From an optimization exercise on the open Yosys and OpenROAD flow, aimed at small area, a short achievable clock period and few clock cycles per item; shortcuts taken in it are not production practice. The RTL was checked by simulation tests, not by an equivalence proof against the original design.

==> trial 77 <==
Design nn_top, start of the top module:
module nn_top (
    input  logic        clk,
    input  logic        rst_n,
    input  logic        in_valid_d,
    input  logic        in_valid_w1,
    input  logic        in_valid_w2,
    input  logic [15:0] data_point,
    input  logic [15:0] weight1,
    input  logic [15:0] weight2,
    output logic        out_valid,
    output logic [15:0] out
);
    logic                                         x_valid;
    logic [STEP_BITS-1:0]                         x_step;
    logic [STEP_BITS-1:0]                         count;
    logic [HIDDEN-1:0][WORD_BITS-1:0]             w1_head;
    logic [HIDDEN-1:0]                            w1_ok;
    logic [HIDDEN-1:0][WORD_BITS-1:0]             w2;
    logic [HIDDEN-1:0]                            w2_ok;
    sample_loader sample_loader_i (
        .clk          (clk),
        .rst_n        (rst_n),
        .in_valid_d   (in_valid_d),
        .count        (count),
        .x_valid      (x_valid),
        .x_step       (x_step)
    );
    weight_loader weight_loader_i (
        .clk         (clk),
        .rst_n       (rst_n),
        .in_valid_d  (in_valid_d),
        .count       (count),
        .in_valid_w1 (in_valid_w1),
        .weight1     (weight1),
  ...
==> module forward_engine, before the edit <==
module forward_engine (
    input  logic                                                                   clk,
    input  logic                                                                   rst_n,
    input  logic                                                                   in_valid_d,
    input  logic [nn_num_pkg::WORD_BITS-1:0]                                       data_point,
    input  logic [nn_seq_pkg::STEP_BITS-1:0]                                       count,
    input  logic                                                                   x_valid,
    input  logic [nn_seq_pkg::STEP_BITS-1:0]                                       x_step,
    input  logic [nn_num_pkg::HIDDEN-1:0][nn_num_pkg::WORD_BITS-1:0]                 w1_head,
    input  logic [nn_num_pkg::HIDDEN-1:0]                                            w1_ok,
    input  logic [nn_num_pkg::HIDDEN-1:0][nn_num_pkg::WORD_BITS-1:0]                 w2,
    input  logic [nn_num_pkg::HIDDEN-1:0]                                            w2_ok,
    output logic                                                                   out_valid,
    output logic [nn_num_pkg::WORD_BITS-1:0]                                       out
);
    logic                             s2_valid;
    logic                             s2_last;
    logic                             acc_clear;  
    logic                             out_mul;    
    logic                             out_sum;    
    logic [HIDDEN-1:0][WORD_BITS-1:0] mac_a;      
    logic [HIDDEN-1:0][7:0]           mac_one;    
    logic [HIDDEN-1:0][7:0]           mac_two;
    logic [HIDDEN-1:0][7:0]           mac_neg;
    logic [HIDDEN-1:0][7:0]           w1_one, w1_two, w1_neg;   
    logic [HIDDEN-1:0][7:0]           w2_one, w2_two, w2_neg;   
    logic [HIDDEN-1:0][WORD_BITS-1:0] pp_s;       
    logic [HIDDEN-1:0][WORD_BITS-1:0] pp_c;
    logic [HIDDEN-1:0]                pp_ci;
    logic [HIDDEN-1:0][WORD_BITS-1:0] row_s;      
    logic [HIDDEN-1:0][WORD_BITS-1:0] row_c;
    logic [HIDDEN-1:0]                row_ci;
    logic [HIDDEN-1:0][WORD_BITS-1:0] acc;        
    logic [HIDDEN-1:0][WORD_BITS-1:0] acc_sum;    
    logic [HIDDEN-1:0][WORD_BITS-1:0] acc_cs_s;
    logic [HIDDEN-1:0][WORD_BITS-1:0] acc_cs_c;
    always_ff @(posedge clk or negedge rst_n) begin
        if (!rst_n) begin
            s2_valid <= 1'b0;
            s2_last  <= 1'b0;
            out_mul  <= 1'b0;
            out_sum  <= 1'b0;
        end else begin
            s2_valid <= x_valid;
            s2_last  <= x_valid && (x_step == LAST_WORD);
            out_mul  <= s2_last;
            out_sum  <= out_mul;
        end
    end
    for (genvar j = 0; j < HIDDEN; j++) begin : g_enc
        booth_enc enc1_i (
            .b   (w1_head[j]),
            .ok  (w1_ok[j]),
            .one (w1_one[j]),
            .two (w1_two[j]),
            .neg (w1_neg[j])
        );
        booth_enc enc2_i (
            .b   (w2[j]),
            .ok  (w2_ok[j]),
            .one (w2_one[j]),
            .two (w2_two[j]),
            .neg (w2_neg[j])
        );
    end
    always_ff @(posedge clk) begin
        for (int j = 0; j < HIDDEN; j++) begin
            if (s2_last) begin
                mac_a[j]   <= acc_sum[j][WORD_BITS-1] ? '0 : acc_sum[j];
                mac_one[j] <= w2_one[j];
                mac_two[j] <= w2_two[j];
                mac_neg[j] <= w2_neg[j];
            end else begin
                mac_a[j]   <= data_point;
                mac_one[j] <= w1_one[j];
                mac_two[j] <= w1_two[j];
                mac_neg[j] <= w1_neg[j];
            end
        end
    end
    for (genvar j = 0; j < HIDDEN; j++) begin : g_pp
        booth_pp pp_i (
            .a   (mac_a[j]),
            .one (mac_one[j]),
            .two (mac_two[j]),
            .neg (mac_neg[j]),
            .s   (pp_s[j]),
            .c   (pp_c[j]),
            .ci  (pp_ci[j])
        );
    end
    always_ff @(posedge clk) begin
        row_s  <= pp_s;
        row_c  <= pp_c;
        row_ci <= pp_ci;
    end
    always_comb begin
        for (int j = 0; j < HIDDEN; j++) begin
            acc_cs_s[j] = acc[j] ^ row_s[j] ^ row_c[j];
            acc_cs_c[j] = WORD_BITS'({(acc[j] & row_s[j]) | (acc[j] & row_c[j]) | (row_s[j] & row_c[j]), 1'b0});
            acc_sum[j]  = acc_cs_s[j] + acc_cs_c[j] + WORD_BITS'(row_ci[j]);
        end
    end
    assign acc_clear = (count == '0) && !x_valid && !s2_valid;
    always_ff @(posedge clk) begin
        if (s2_valid) begin
            acc <= acc_sum;
        end else if (acc_clear) begin
            acc <= '0;
        end
    end
    logic [WORD_BITS-1:0] out_total;
    out_sum out_sum_i (
        .s  (row_s),
        .c  (row_c),
        .ci (row_ci),
        .y  (out_total)
    );
    always_ff @(posedge clk or negedge rst_n) begin
        if (!rst_n) begin
            out_valid <= 1'b0;
            out       <= '0;
        end else if (out_sum) begin
            out_valid <= 1'b1;
            out       <= out_total;
        end else begin
            out_valid <= 1'b0;
            out       <= '0;
        end
    end
endmodule
Settings: LEC_CHECK=0, ABC_AREA=0, ABC_CLOCK_PERIOD_IN_PS=4000, CAP_MARGIN=20, CORE_MARGIN=2, CORE_UTILIZATION=40, CTS_CLUSTER_DIAMETER=80, CTS_CLUSTER_SIZE=24, SETUP_SLACK_MARGIN=5, SLEW_MARGIN=20; clock period 12.0 ns.
standard.sh (not shown) runs the stock make flow with config.mk's settings and CLKGATE_MAP_FILE= SYNTH_SCRIPT=/design/flow/synth_recipe.tcl, a recipe that flattens the netlist after the stock synthesis.
==> flow/flow/run.sh <==
#!/bin/bash
set -euo pipefail
MARGIN=${MARGIN:-8.4}
TNS=${TNS:-20}
PORTBUF=${PORTBUF:-sky130_fd_sc_hd__buf_2}
MATCH=${MATCH:-0}
# The standard synthesis, unchanged
bash standard.sh synth > synth.log 2>&1
# The rest of the standard flow with the wider repair margin
sed -e "s/SETUP_SLACK_MARGIN=[-0-9.]*/SETUP_SLACK_MARGIN=$MARGIN TNS_END_PERCENT=$TNS BUFFER_PORTS_ARGS='-buffer_cell $PORTBUF' MATCH_CELL_FOOTPRINT=$MATCH/" standard.sh > layout.sh
grep -q "SETUP_SLACK_MARGIN=$MARGIN" layout.sh
bash layout.sh finish > layout.log 2>&1
==> trial 80 (differences from trial 77) <==
--- a/flow/design.v
+++ b/flow/design.v
@@ -177,16 +177,16 @@
     end
     always_ff @(posedge clk) begin
         for (int j = 0; j < HIDDEN; j++) begin
-            if (s2_last) begin
-                mac_a[j]   <= acc_sum[j][WORD_BITS-1] ? '0 : acc_sum[j];
-                mac_one[j] <= w2_one[j];
-                mac_two[j] <= w2_two[j];
-                mac_neg[j] <= w2_neg[j];
-            end else begin
+            if (in_valid_d) begin
                 mac_a[j]   <= data_point;
                 mac_one[j] <= w1_one[j];
                 mac_two[j] <= w1_two[j];
                 mac_neg[j] <= w1_neg[j];
+            end else begin
+                mac_a[j]   <= acc_sum[j][WORD_BITS-1] ? '0 : acc_sum[j];
+                mac_one[j] <= w2_one[j];
+                mac_two[j] <= w2_two[j];
+                mac_neg[j] <= w2_neg[j];
             end
         end
     end
==> flow/flow/run.sh (replaced) <==
#!/bin/bash
set -euo pipefail
MARGIN=${MARGIN:-8.4}
TNS=${TNS:-20}
PORTBUF=${PORTBUF:-sky130_fd_sc_hd__buf_2}
# The standard synthesis, unchanged
bash standard.sh synth > synth.log 2>&1
# The rest of the standard flow with the wider repair margin
sed -e "s/SETUP_SLACK_MARGIN=[-0-9.]*/SETUP_SLACK_MARGIN=$MARGIN TNS_END_PERCENT=$TNS BUFFER_PORTS_ARGS='-buffer_cell $PORTBUF'/" standard.sh > layout.sh
grep -q "SETUP_SLACK_MARGIN=$MARGIN" layout.sh
bash layout.sh finish > layout.log 2>&1
Settings changed: CORE_UTILIZATION 40 to 55, PLACE_DENSITY from default to 0.7.
==> trial 95 (differences from trial 77) <==
--- a/flow/design.v
+++ b/flow/design.v
@@ -177,16 +177,16 @@
     end
     always_ff @(posedge clk) begin
         for (int j = 0; j < HIDDEN; j++) begin
-            if (s2_last) begin
-                mac_a[j]   <= acc_sum[j][WORD_BITS-1] ? '0 : acc_sum[j];
-                mac_one[j] <= w2_one[j];
-                mac_two[j] <= w2_two[j];
-                mac_neg[j] <= w2_neg[j];
-            end else begin
+            if (in_valid_d) begin
                 mac_a[j]   <= data_point;
                 mac_one[j] <= w1_one[j];
                 mac_two[j] <= w1_two[j];
                 mac_neg[j] <= w1_neg[j];
+            end else begin
+                mac_a[j]   <= acc_sum[j][WORD_BITS-1] ? '0 : acc_sum[j];
+                mac_one[j] <= w2_one[j];
+                mac_two[j] <= w2_two[j];
+                mac_neg[j] <= w2_neg[j];
             end
         end
     end
==> flow/flow/run.sh (replaced) <==
#!/bin/bash
set -euo pipefail
MARGIN=${MARGIN:-8.5}
TNS=${TNS:-20}
PORTBUF=${PORTBUF:-sky130_fd_sc_hd__buf_2}
# The standard synthesis, unchanged
bash standard.sh synth > synth.log 2>&1
# The rest of the standard flow with the wider repair margin
sed -e "s/SETUP_SLACK_MARGIN=[-0-9.]*/SETUP_SLACK_MARGIN=$MARGIN TNS_END_PERCENT=$TNS BUFFER_PORTS_ARGS='-buffer_cell $PORTBUF'/" standard.sh > layout.sh
grep -q "SETUP_SLACK_MARGIN=$MARGIN" layout.sh
bash layout.sh finish > layout.log 2>&1
Settings changed: CTS_CLUSTER_DIAMETER 80 to default, CTS_CLUSTER_SIZE 24 to default.
==> build 29 (differences from trial 77) <==
--- a/flow/design.v
+++ b/flow/design.v
@@ -126,8 +126,8 @@
     output logic [nn_num_pkg::WORD_BITS-1:0]                                       out
 );
     logic                             s2_valid;
+    logic                             s2_first;
     logic                             s2_last;
-    logic                             acc_clear;  
     logic                             out_mul;    
     logic                             out_sum;    
     logic [HIDDEN-1:0][WORD_BITS-1:0] mac_a;      
@@ -143,17 +143,20 @@
     logic [HIDDEN-1:0][WORD_BITS-1:0] row_c;
     logic [HIDDEN-1:0]                row_ci;
     logic [HIDDEN-1:0][WORD_BITS-1:0] acc;        
+    logic [HIDDEN-1:0][WORD_BITS-1:0] acc_base;
     logic [HIDDEN-1:0][WORD_BITS-1:0] acc_sum;    
     logic [HIDDEN-1:0][WORD_BITS-1:0] acc_cs_s;
     logic [HIDDEN-1:0][WORD_BITS-1:0] acc_cs_c;
     always_ff @(posedge clk or negedge rst_n) begin
         if (!rst_n) begin
             s2_valid <= 1'b0;
+            s2_first <= 1'b0;
             s2_last  <= 1'b0;
             out_mul  <= 1'b0;
             out_sum  <= 1'b0;
         end else begin
             s2_valid <= x_valid;
+            s2_first <= x_valid && (x_step == '0);
             s2_last  <= x_valid && (x_step == LAST_WORD);
             out_mul  <= s2_last;
             out_sum  <= out_mul;
@@ -177,16 +180,16 @@
     end
     always_ff @(posedge clk) begin
         for (int j = 0; j < HIDDEN; j++) begin
-            if (s2_last) begin
-                mac_a[j]   <= acc_sum[j][WORD_BITS-1] ? '0 : acc_sum[j];
-                mac_one[j] <= w2_one[j];
-                mac_two[j] <= w2_two[j];
-                mac_neg[j] <= w2_neg[j];
-            end else begin
+            if (in_valid_d) begin
                 mac_a[j]   <= data_point;
                 mac_one[j] <= w1_one[j];
                 mac_two[j] <= w1_two[j];
                 mac_neg[j] <= w1_neg[j];
+            end else begin
+                mac_a[j]   <= acc_sum[j][WORD_BITS-1] ? '0 : acc_sum[j];
+                mac_one[j] <= w2_one[j];
+                mac_two[j] <= w2_two[j];
+                mac_neg[j] <= w2_neg[j];
             end
         end
     end
@@ -208,17 +211,15 @@
     end
     always_comb begin
         for (int j = 0; j < HIDDEN; j++) begin
-            acc_cs_s[j] = acc[j] ^ row_s[j] ^ row_c[j];
-            acc_cs_c[j] = WORD_BITS'({(acc[j] & row_s[j]) | (acc[j] & row_c[j]) | (row_s[j] & row_c[j]), 1'b0});
+            acc_base[j] = s2_first ? '0 : acc[j];
+            acc_cs_s[j] = acc_base[j] ^ row_s[j] ^ row_c[j];
+            acc_cs_c[j] = WORD_BITS'({(acc_base[j] & row_s[j]) | (acc_base[j] & row_c[j]) | (row_s[j] & row_c[j]), 1'b0});
             acc_sum[j]  = acc_cs_s[j] + acc_cs_c[j] + WORD_BITS'(row_ci[j]);
         end
     end
-    assign acc_clear = (count == '0) && !x_valid && !s2_valid;
     always_ff @(posedge clk) begin
         if (s2_valid) begin
             acc <= acc_sum;
-        end else if (acc_clear) begin
-            acc <= '0;
         end
     end
     logic [WORD_BITS-1:0] out_total;
==> flow/flow/run.sh (replaced) <==
#!/bin/bash
set -euo pipefail
MARGIN=${MARGIN:-8.5}
TNS=${TNS:-100}
PORTBUF=${PORTBUF:-sky130_fd_sc_hd__buf_2}
# The standard synthesis, unchanged
bash standard.sh synth > synth.log 2>&1
# The rest of the standard flow with the wider repair margin
sed -e "s/SETUP_SLACK_MARGIN=[-0-9.]*/SETUP_SLACK_MARGIN=$MARGIN TNS_END_PERCENT=$TNS BUFFER_PORTS_ARGS='-buffer_cell $PORTBUF'/" standard.sh > layout.sh
grep -q "SETUP_SLACK_MARGIN=$MARGIN" layout.sh
bash layout.sh finish > layout.log 2>&1
Settings changed: CTS_BUF_LIST from default to sky130_fd_sc_hd__clkbuf_8, CTS_CLUSTER_DIAMETER 80 to default, CTS_CLUSTER_SIZE 24 to default.
==> summary of the runs <==
- Cell area: build 29 is larger than trial 77 (9.1%).
- Non-clock buffer count, highest first: build 29, trial 80, trial 95, trial 77.
- Of trial 95 and build 29, build 29 has the higher sequential cell count (gap 1).
- Clock skew: trial 80 > trial 77 > trial 95 > build 29.
- Via count: trial 77 < trial 95 < trial 80 < build 29.
- Trial 95 ran to the end with no violations. Trial 77 completed with no timing, DRC or antenna violations. Build 29 finished with timing, DRC and antenna clean. Trial 80 completed without violations.
- In trial 80 the final cell count is smaller than in build 29, by about 14%.
- In trial 95 the first-iteration DRC count is smaller than in trial 80, by about 10%.
Testbench counts of trial 77, summed over its fixed seeds: cycles 12,808, items 1,600.
Testbench counts of trial 80, summed over its fixed seeds: cycles 12,808, items 1,600.
Testbench counts of trial 95, summed over its fixed seeds: cycles 12,808, items 1,600.
Testbench counts of build 29, summed over its fixed seeds: cycles 12,808, items 1,600.

-- what the ideal ports hide --
In the flow no input, the clock included, has a driving cell. The finished layouts below were timed again as built, in two steps. Step 1 (the two cells are an assumption about what drives the block):
set clk [get_ports {clk}]
set_driving_cell -lib_cell sky130_fd_sc_hd__clkbuf_16 $clk
set_driving_cell -lib_cell sky130_fd_sc_hd__buf_2 [delete_from_list [all_inputs] $clk]
Step 2 moves the port delays by t, midway between the first and last clock arrival at a register: inputs arrive t later, outputs are due t later. That takes back most of the time a late clock gives input paths. a / b / c = ideal ports / drivers / drivers and shift; a / b = the first two.
run	shift t [ns]	setup WS [ns]	worst hold slack (ns)	worst register clock-pin slew, ns
trial 77	0.688	8.433 / 8.414 / 7.857	0.352 / 0.352 / 0.352	0.10 / 0.10
trial 80	0.684	8.334 / 8.334 / 7.734	0.357 / 0.357 / 0.357	0.10 / 0.10
trial 95	0.691	8.452 / 8.417 / 7.835	0.350 / 0.350 / 0.350	0.07 / 0.07
build 29	0.792	8.351 / 8.285 / 7.790	0.373 / 0.373 / 0.373	0.08 / 0.08
After both steps setup and hold are still met in every run listed. The setup slack of trial 95, which loses most, moves by -0.035 ns with the drivers and by -0.617 ns with both steps.
